Context: an optimization exercise on an open-source flow, tuned for small area, a short achievable clock period and few clock cycles. The choices shown serve that exercise and are no tape-out recipe. At most, simulation tests tie the RTL to the original design; equivalence was not proved. No activity file was given, so power comes from the tool's default toggle rates.

## v22
==> flow/design.v (excerpt) <==
module chip8_cpu #(
  parameter int TICK_DIV = 64,
  parameter int STACK_DEPTH = 16
) (
  input wire clk,
  input wire reset,
  input wire mem_req_ready,
  input wire mem_rsp_valid,
  input wire chip8_bus_pkg::data_t mem_rdata,
  output logic mem_req_valid,
  output logic mem_req_write,
  output chip8_bus_pkg::addr_t mem_addr,
  output chip8_bus_pkg::data_t mem_wdata
);
  chip8_isa_pkg::reg_idx_t rd_x_idx;
  chip8_isa_pkg::reg_idx_t rd_y_idx;
  chip8_isa_pkg::reg_idx_t wr_idx;
  chip8_bus_pkg::data_t rd_x_data;
  chip8_bus_pkg::data_t rd_y_data;
  chip8_bus_pkg::data_t v0_data;
  chip8_bus_pkg::data_t wr_data;
  chip8_bus_pkg::data_t timer_value;
  chip8_bus_pkg::data_t timer_load_value;
  chip8_bus_pkg::addr_t stack_top;
  chip8_bus_pkg::addr_t push_addr;
  logic wr_en;
  logic flag_wr_en;
  logic flag_data;
  logic stack_push;
  logic stack_pop;
  logic timer_load;
  chip8_control chip8_control_inst (
    .clk, .reset,
    .mem_req_ready, .mem_rsp_valid, .mem_rdata,
    .rd_x_data, .rd_y_data, .v0_data,
    .stack_top, .timer_value,
    .mem_req_valid, .mem_req_write, .mem_addr, .mem_wdata,
    .rd_x_idx, .rd_y_idx,
    .wr_en, .wr_idx, .wr_data, .flag_wr_en, .flag_data,
    .stack_push, .stack_pop, .push_addr,
    .timer_load, .timer_load_value
  );
  chip8_regfile chip8_regfile_inst (
    .clk, .reset, .rd_x_idx, .rd_y_idx,
    .wr_en, .wr_idx, .wr_data, .flag_wr_en, .flag_data,
    .rd_x_data, .rd_y_data, .v0_data
  );
  chip8_call_stack #(.STACK_DEPTH(STACK_DEPTH)) chip8_call_stack_inst (
    .clk, .reset, .push(stack_push), .pop(stack_pop), .push_addr, .top(stack_top)
  );
  chip8_delay_timer #(.TICK_DIV(TICK_DIV)) chip8_delay_timer_inst (
    .clk, .reset, .load(timer_load), .load_value(timer_load_value), .value(timer_value)
  );
endmodule
Size: roughly 2200 cells after synthesis, ~450 flip-flops, about 34 I/O pins, about 25000 sq um of cells after synthesis.
export LEC_CHECK = 0
export ABC_CLOCK_PERIOD_IN_PS = 3000
export CAP_MARGIN = 20
export CORE_MARGIN = 2
export CORE_UTILIZATION = 40
export SETUP_SLACK_MARGIN = 5
export SLEW_MARGIN = 20
create_clock -name core_clock -period 10.0 [get_ports {clk}]
standard.sh (not shown) runs the stock make flow with config.mk's settings and CLKGATE_MAP_FILE= SYNTH_SCRIPT=/design/flow/synth_recipe.tcl, a recipe that flattens the netlist after the stock synthesis.
==> flow/flow/run.sh <==
#!/bin/bash
# the standard layout, with its timing repair aiming for a larger setup margin
set -euo pipefail
bash standard.sh SETUP_SLACK_MARGIN=7 finish > standard.log 2>&1
Input changes introduced in v29 (baseline for comparison: v22):
==> flow/flow/run.sh <==
#!/bin/bash
# the standard layout, with its timing repair aiming for a larger setup margin
set -euo pipefail
bash standard.sh SETUP_SLACK_MARGIN=6.5 finish > standard.log 2>&1
Notes after the runs:
- In the tables for v22 and v29, part of the power in combinational logic reads lower with v29.
- Mean routed wirelength per cell for v29: 3.0% down relative to v22
- The worst hold slack on v29 is in line with that on v22.
- As far as portion of netlist area occupied by mux cells goes, v29 and v22 are indistinguishable; the numbers are identical.
- Sequential share of layout area, v22 and v29: larger value in v29
- Compared with v22, v29 shows all-layer global routing usage lower by 1.5 points.
- Cmp v29 vs v22: non-clock buffer contribution to total cell area lower in v29
Input changes introduced in v32 (baseline for comparison: v29):
==> flow/flow/run.sh <==
#!/bin/bash
# the standard layout, with its timing repair aiming for a larger setup margin,
# plain buffers on the ports and cell sizing not held to the same footprint
set -euo pipefail
bash standard.sh SETUP_SLACK_MARGIN=6.5 MATCH_CELL_FOOTPRINT=0 "BUFFER_PORTS_ARGS=-buffer_cell sky130_fd_sc_hd__buf_4" finish > standard.log 2>&1
Notes after the runs:
v32: all stages complete, timing, DRC and antenna checks passed. Routed wire in v32 totals less than in v29. Compared with v29, in v32 number of filler cells placed in the layout shows an increase of 34, total chip power shows a reduction of 1.8%, fraction of layout instances using a drive strength above 1 shows no meaningful change. v32 ends up with a combinational group share of total power that is 0.8 points lower than in v29.
No functional check of the RTL was part of any run of this note.

* * *

build 44:
chip8_cpu, a different RTL version from the one above (not shown whole).
Size in the first run: roughly 2200 cells after synthesis, ~450 flip-flops, roughly 34 I/O pins.
Settings: LEC_CHECK=0, ABC_CLOCK_PERIOD_IN_PS=2500, CAP_MARGIN=20, CORE_MARGIN=2, CORE_UTILIZATION=40, SETUP_SLACK_MARGIN=5, SLEW_MARGIN=20; clock period 10.0 ns.
==> flow/flow/run.sh <==
#!/bin/bash
# the standard layout, with its timing repair aiming for a larger setup margin,
# plain buffers on the ports and cell sizing not held to the same footprint
set -euo pipefail
bash standard.sh SETUP_SLACK_MARGIN=6.5 MATCH_CELL_FOOTPRINT=0 "BUFFER_PORTS_ARGS=-buffer_cell sky130_fd_sc_hd__buf_4" finish > standard.log 2>&1
> inputs changed (build 44 -> build 7)
# build 44
export LEC_CHECK = 0
export ABC_CLOCK_PERIOD_IN_PS = 2500
export CAP_MARGIN = 20
export CORE_MARGIN = 2
export CORE_UTILIZATION = 40
export SETUP_SLACK_MARGIN = 5
export SLEW_MARGIN = 20
create_clock -name core_clock -period 10.0 [get_ports {clk}]
# build 7
export LEC_CHECK = 0
export ABC_AREA = 1
export ABC_CLOCK_PERIOD_IN_PS = 3000
export CAP_MARGIN = 20
export CORE_MARGIN = 2
export CORE_UTILIZATION = 40
export SETUP_SLACK_MARGIN = 5
export SLEW_MARGIN = 20
create_clock -name core_clock -period 10.0 [get_ports {clk}]
==> flow/flow/run.sh <==
#!/bin/bash
# the standard layout, with its timing repair aiming for a larger setup margin,
# plain buffers on the ports and cell sizing not held to the same footprint
set -euo pipefail
bash standard.sh SETUP_SLACK_MARGIN=6.8 MATCH_CELL_FOOTPRINT=0 "BUFFER_PORTS_ARGS=-buffer_cell sky130_fd_sc_hd__buf_4" finish > standard.log 2>&1
### Flow results
- In the tables for build 7 and build 44, count of buffers not belonging to the clock network in the layout reads lower with build 44.
- Of the two values seen for most common cell after layout, fill and taps aside, sky130_fd_sc_hd__nand2_1 was produced by build 7 and sky130_fd_sc_hd__edfxtp_1 by build 44.
- Build 44 -> build 7: number of sequential storage elements delta 0, exact match
- Build 7: synthesis-to-finish area growth is 11 points higher than what build 44 reported.
- Re number of buffer cells added on primary ports: no difference whatsoever between build 44 and build 7.
- Build 7 vs. build 44: final core utilization went up by 4.7 points.
- Compared with build 44, build 7 shows via density per instance lower by 6.7%.
- Build 7 reports its top routing layer in use as met5 while build 44 reports met4.
Modified inputs, build 15 compared to build 7
==> flow/flow/run.sh <==
#!/bin/bash
# the standard layout, with its timing repair aiming for a larger setup margin,
# plain buffers on the ports and cell sizing not held to the same footprint
set -euo pipefail
bash standard.sh SETUP_SLACK_MARGIN=6.5 MATCH_CELL_FOOTPRINT=0 "BUFFER_PORTS_ARGS=-buffer_cell sky130_fd_sc_hd__buf_4" finish > standard.log 2>&1
Findings:
- Looking only at number of logic stages on the critical path including buffering, and setting everything else aside, the higher value of build 15 and build 7 goes to build 7.
- Row total power: build 15 lower / build 7 higher
- Against build 7, build 15 comes in 3.7 points higher on sequential share of layout area.
- Of build 15 and build 7, build 15 shows the lower sum of routed wire length over all layers, with build 7 above it.
- Final area (build 15 vs. build 7) decreases by a little under 10%
--- input diff build 15..build 94 ---
# build 15
export LEC_CHECK = 0
export ABC_AREA = 1
export ABC_CLOCK_PERIOD_IN_PS = 3000
export CAP_MARGIN = 20
export CORE_MARGIN = 2
export CORE_UTILIZATION = 40
export SETUP_SLACK_MARGIN = 5
export SLEW_MARGIN = 20
create_clock -name core_clock -period 10.0 [get_ports {clk}]
# build 94
export LEC_CHECK = 0
export ABC_CLOCK_PERIOD_IN_PS = 3000
export CAP_MARGIN = 20
export CORE_MARGIN = 2
export CORE_UTILIZATION = 40
export SETUP_SLACK_MARGIN = 5
export SLEW_MARGIN = 20
create_clock -name core_clock -period 10.0 [get_ports {clk}]
==> comparison <==
- Build 94 finished all stages; the layout is clean.
- Global-route usage (build 94 over build 15): increase, 0.29 points
- On part of the cycle the worst path needs, build 15 tracks build 94 almost exactly.
- Compared to build 15, build 94 has delay of the slowest cell on the worst path 0.22 ns lower.
- Changes observed in build 94 relative to build 15: count of inverters not on the clock network in the layout went down 66%; first-pass GRT wire length went up 6.4%; final critical-path setup slack went up 0.0085 ns; length of routed met2 wiring went up 8.3%; switching power went down about 8%.
Input changes introduced in build 52 (baseline for comparison: build 94):
==> flow/flow/run.sh <==
#!/bin/bash
# the standard layout, with its timing repair aiming for a larger setup margin,
# plain buffers on the ports, cell sizing not held to the same footprint and
# larger clock tree clusters
set -euo pipefail
bash standard.sh SETUP_SLACK_MARGIN=6.5 MATCH_CELL_FOOTPRINT=0 "BUFFER_PORTS_ARGS=-buffer_cell sky130_fd_sc_hd__buf_4" \
  CTS_CLUSTER_SIZE=30 "CTS_BUF_LIST=sky130_fd_sc_hd__clkbuf_8 sky130_fd_sc_hd__clkbuf_4" finish > standard.log 2>&1
==> comparison <==
Build 52: full flow OK, the timing, DRC and antenna checks passed. Sequential share of layout area for build 52 is higher than for build 94. Build 52 against build 94: filler cell count in the final layout higher; all-layer global routing usage roughly the same; final cell utilization of the core lower; layout net count higher.
No functional check of the RTL was part of any run of this note.

* * *

Another version of the RTL of chip8_cpu (not shown whole).
Size: roughly 450 flip-flops, about 34 I/O pins.
export LEC_CHECK = 0
export ABC_AREA = 1
export ABC_CLOCK_PERIOD_IN_PS = 3000
export CAP_MARGIN = 20
export CORE_MARGIN = 2
export CORE_UTILIZATION = 40
export SETUP_SLACK_MARGIN = 5
export SLEW_MARGIN = 20
create_clock -name core_clock -period 10.0 [get_ports {clk}]
==> flow/flow/run.sh <==
#!/bin/bash
# the standard layout, with its timing repair aiming for a larger setup margin,
# plain buffers on the ports and cell sizing not held to the same footprint
set -euo pipefail
bash standard.sh SETUP_SLACK_MARGIN=6.2 MATCH_CELL_FOOTPRINT=0 "BUFFER_PORTS_ARGS=-buffer_cell sky130_fd_sc_hd__buf_4" finish > standard.log 2>&1
Testbench counts at the start, summed over its fixed seeds: cycles 560,864.
Change:
==> flow/flow/run.sh (replaced) <==
#!/bin/bash
# the standard layout, with its timing repair aiming for a larger setup margin,
# plain buffers on the ports, cell sizing not held to the same footprint, and
# the floorplan's timing repair left to the later, placement-aware repairs
set -euo pipefail
bash standard.sh SETUP_SLACK_MARGIN=6.5 MATCH_CELL_FOOTPRINT=0 REMOVE_ABC_BUFFERS=1 "BUFFER_PORTS_ARGS=-buffer_cell sky130_fd_sc_hd__buf_4" finish > standard.log 2>&1
Core utilization rises by 1.2 points.
Synthesized cell count does not change.
Setup slack improved by 0.28 ns.
Change:
==> flow/flow/run.sh (replaced) <==
#!/bin/bash
# the standard layout, with its timing repair aiming for a larger setup margin,
# plain buffers on the ports and cell sizing not held to the same footprint
set -euo pipefail
bash standard.sh SETUP_SLACK_MARGIN=6.5 MATCH_CELL_FOOTPRINT=0 "BUFFER_PORTS_ARGS=-buffer_cell sky130_fd_sc_hd__buf_4" finish > standard.log 2>&1
- CORE_UTILIZATION: 40 -> 60
- PLACE_DENSITY: unset -> 0.75
Total power went down by 1.7%.
Count of clock-buffer cells in the layout went down by 9.
Global-route usage increases by 9.8 points.
Worst hold slack is worse by 0.025 ns.
Routed wire length drops by 8.0%.
Clock skew drops by 0.010 ns.
Synthesized cell count stays the same.
Utilization rose by 24 points.
Change:
- CORE_UTILIZATION: 60 -> 40
- PLACE_DENSITY: 0.75 -> unset
The changed run finished with timing, DRC and antenna clean.
Count of clock-buffer cells in the layout came out higher by 4.
Utilization drops by 24 points.
Wire length rose by 5.8%.
Sequential power hardly moves.
Combinational power grows by about 4%.
Total power went up by about 1.3%.
Cell area goes up by 1.7%.
Change:
- CTS_BUF_LIST: unset -> sky130_fd_sc_hd__clkbuf_4
- CTS_CLUSTER_DIAMETER: unset -> 40
=> Area after synthesis stays the same; critical path depth shrinks by 8; count of clock-buffer cells in the layout climbs by 107; sequential share of layout area rises by 0.39 points; register-to-register slack is better by 0.03 ns; setup slack loses 0.0040 ns.

* * *

chip8_cpu, a different RTL version from the one above (not shown whole).
Size in the first run: about 2500 cells after synthesis, roughly 450 flip-flops, roughly 34 I/O pins, about 24000 um2 of cells after synthesis.
Settings: LEC_CHECK=0, ABC_AREA=1, ABC_CLOCK_PERIOD_IN_PS=3000, CAP_MARGIN=20, CORE_MARGIN=2, CORE_UTILIZATION=40, CTS_BUF_LIST=sky130_fd_sc_hd__clkbuf_8, CTS_CLUSTER_DIAMETER=60, SETUP_SLACK_MARGIN=5, SLEW_MARGIN=20; clock period 10.0 ns.
==> flow/flow/run.sh <==
#!/bin/bash
# the standard layout, with its timing repair aiming for a larger setup margin,
# plain buffers on the ports and cell sizing not held to the same footprint
set -euo pipefail
bash standard.sh SETUP_SLACK_MARGIN=6.55 MATCH_CELL_FOOTPRINT=0 "BUFFER_PORTS_ARGS=-buffer_cell sky130_fd_sc_hd__buf_4" finish > standard.log 2>&1
Testbench counts at the start, summed over its fixed seeds: cycles 560,864.
==> next run, changes <==
==> flow/flow/run.sh (replaced) <==
#!/bin/bash
# the standard layout, with its timing repair aiming for a larger setup margin,
# plain buffers on the ports and cell sizing not held to the same footprint
set -euo pipefail
bash standard.sh SETUP_SLACK_MARGIN=6.6 MATCH_CELL_FOOTPRINT=0 "BUFFER_PORTS_ARGS=-buffer_cell sky130_fd_sc_hd__buf_4" finish > standard.log 2>&1
Result:
- cell area increases by about 0.4%
- register-to-register slack gains 0.04 ns
- cell count is about the same
- combinational power barely changes
- synthesized cell count is unchanged
- total power is lower by about 0.54%
==> next run, changes <==
==> flow/flow/run.sh (replaced) <==
#!/bin/bash
# the standard layout, with its timing repair aiming for a larger setup margin,
# plain buffers on the ports and cell sizing not held to the same footprint
set -euo pipefail
bash standard.sh SETUP_SLACK_MARGIN=6.5 MATCH_CELL_FOOTPRINT=0 "BUFFER_PORTS_ARGS=-buffer_cell sky130_fd_sc_hd__buf_4" finish > standard.log 2>&1
Effect: The changed run ran to the end with no violations; global-route usage came out lower by 0.74 points; synthesized area does not change; cell count came out lower by 0.87%; setup slack gets worse by 0.066 ns; wire length came out lower by 2.2%; clock-buffer cell count stays the same; sequential share of layout area came out higher by 0.82 points; critical path depth came out higher by 1; utilization came out lower by 0.88 points.
==> next run, changes <==
==> flow/flow/run.sh (replaced) <==
#!/bin/bash
# the standard layout, with its timing repair aiming for a larger setup margin,
# plain buffers on the ports and cell sizing not held to the same footprint
set -euo pipefail
bash standard.sh SETUP_SLACK_MARGIN=6.7 MATCH_CELL_FOOTPRINT=0 "BUFFER_PORTS_ARGS=-buffer_cell sky130_fd_sc_hd__buf_4" finish > standard.log 2>&1
- The new run passed the timing, DRC and antenna checks
- register-to-register slack gains 0.16 ns
- sequential share of layout area went down by 2.8 points
- via count rose by about 3%
- final cell count grows by 3.1%
- total power climbs by about 3.6%
- first-iteration DRC count drops by about 10%
- wire length climbs by 6.1%
- die area is unchanged
- synthesized cell count stays the same
- clock power goes down by about 2%
- combinational power is higher by 11%
==> next run, changes <==
==> flow/flow/run.sh (replaced) <==
#!/bin/bash
# the standard layout, with its timing repair aiming for a larger setup margin,
# plain buffers on the ports and cell sizing not held to the same footprint
set -euo pipefail
bash standard.sh SETUP_SLACK_MARGIN=6.4 MATCH_CELL_FOOTPRINT=0 "BUFFER_PORTS_ARGS=-buffer_cell sky130_fd_sc_hd__buf_4" finish > standard.log 2>&1
Outcome:
- The new run completed without violations
- wire length is lower by a few percent
- clock skew came out higher by 0.0090 ns
- count of clock-buffer cells in the layout is higher by 5
- synthesized area does not change
- global-route usage falls by 1.2 points
- design area falls by a few percent
- cell count goes down by a few percent

## afterwards: timing with drivers on the ports
Ports are ideal in the flow. The routed layouts listed here were re-timed in OpenROAD. Step 1 (the two cells are an assumption about what drives the block):
set clk [get_ports {clk}]
set_driving_cell -lib_cell sky130_fd_sc_hd__clkbuf_16 $clk
set_driving_cell -lib_cell sky130_fd_sc_hd__buf_2 [delete_from_list [all_inputs] $clk]
Step 2 times the ports against the registers' clock, not the clock port: input delays grow and output delays shrink by t, the midpoint of the rising clock arrivals with the driver on. Slacks: no drivers / after step 1 / after step 2; pairs: no drivers / after step 1.
| run | t (ns) | setup WS [ns] | cell pins on the clock port's net |
|---|---|---|---|
| v22 | 0.688 | 6.322 / 6.322 / 5.658 | 1 |
| v29 | 0.666 | 6.342 / 6.345 / 5.679 | 1 |
| v32 | 0.679 | 6.316 / 6.288 / 5.608 | 1 |
| build 44 | 0.664 | 6.458 / 6.458 / 5.832 | 1 |
| build 7 | 0.673 | 6.567 / 6.564 / 5.891 | 1 |
| build 15 | 0.669 | 6.450 / 6.455 / 5.814 | 1 |
| build 94 | 0.664 | 6.458 / 6.458 / 5.832 | 1 |
| build 52 | 0.748 | 6.438 / 6.438 / 5.758 | 1 |
| the first run of note 3 | 0.665 | 6.234 / 6.234 / 5.628 | 1 |
| the second run of note 3 | 0.656 | 6.514 / 6.479 / 5.823 | 1 |
| the third run of note 3 | 0.655 | 6.508 / 6.539 / 5.885 | 1 |
| the fourth run of note 3 | 0.670 | 6.479 / 6.475 / 5.843 | 1 |
| the fifth run of note 3 | 0.946 | 6.475 / 6.421 / 5.625 | 1 |
| the first run of note 4 | 0.720 | 6.569 / 6.542 / 5.836 | 1 |
| the second run of note 4 | 0.718 | 6.569 / 6.571 / 5.853 | 1 |
| the third run of note 4 | 0.738 | 6.503 / 6.482 / 5.744 | 1 |
| the fourth run of note 4 | 0.741 | 6.618 / 6.564 / 5.869 | 1 |
| the fifth run of note 4 | 0.715 | 6.383 / 6.383 / 5.737 | 1 |
After both steps setup and hold are still met in every run listed. For the fifth run of note 3, which loses most, drivers alone change the setup slack by -0.054 ns; drivers and shift together by -0.850 ns.
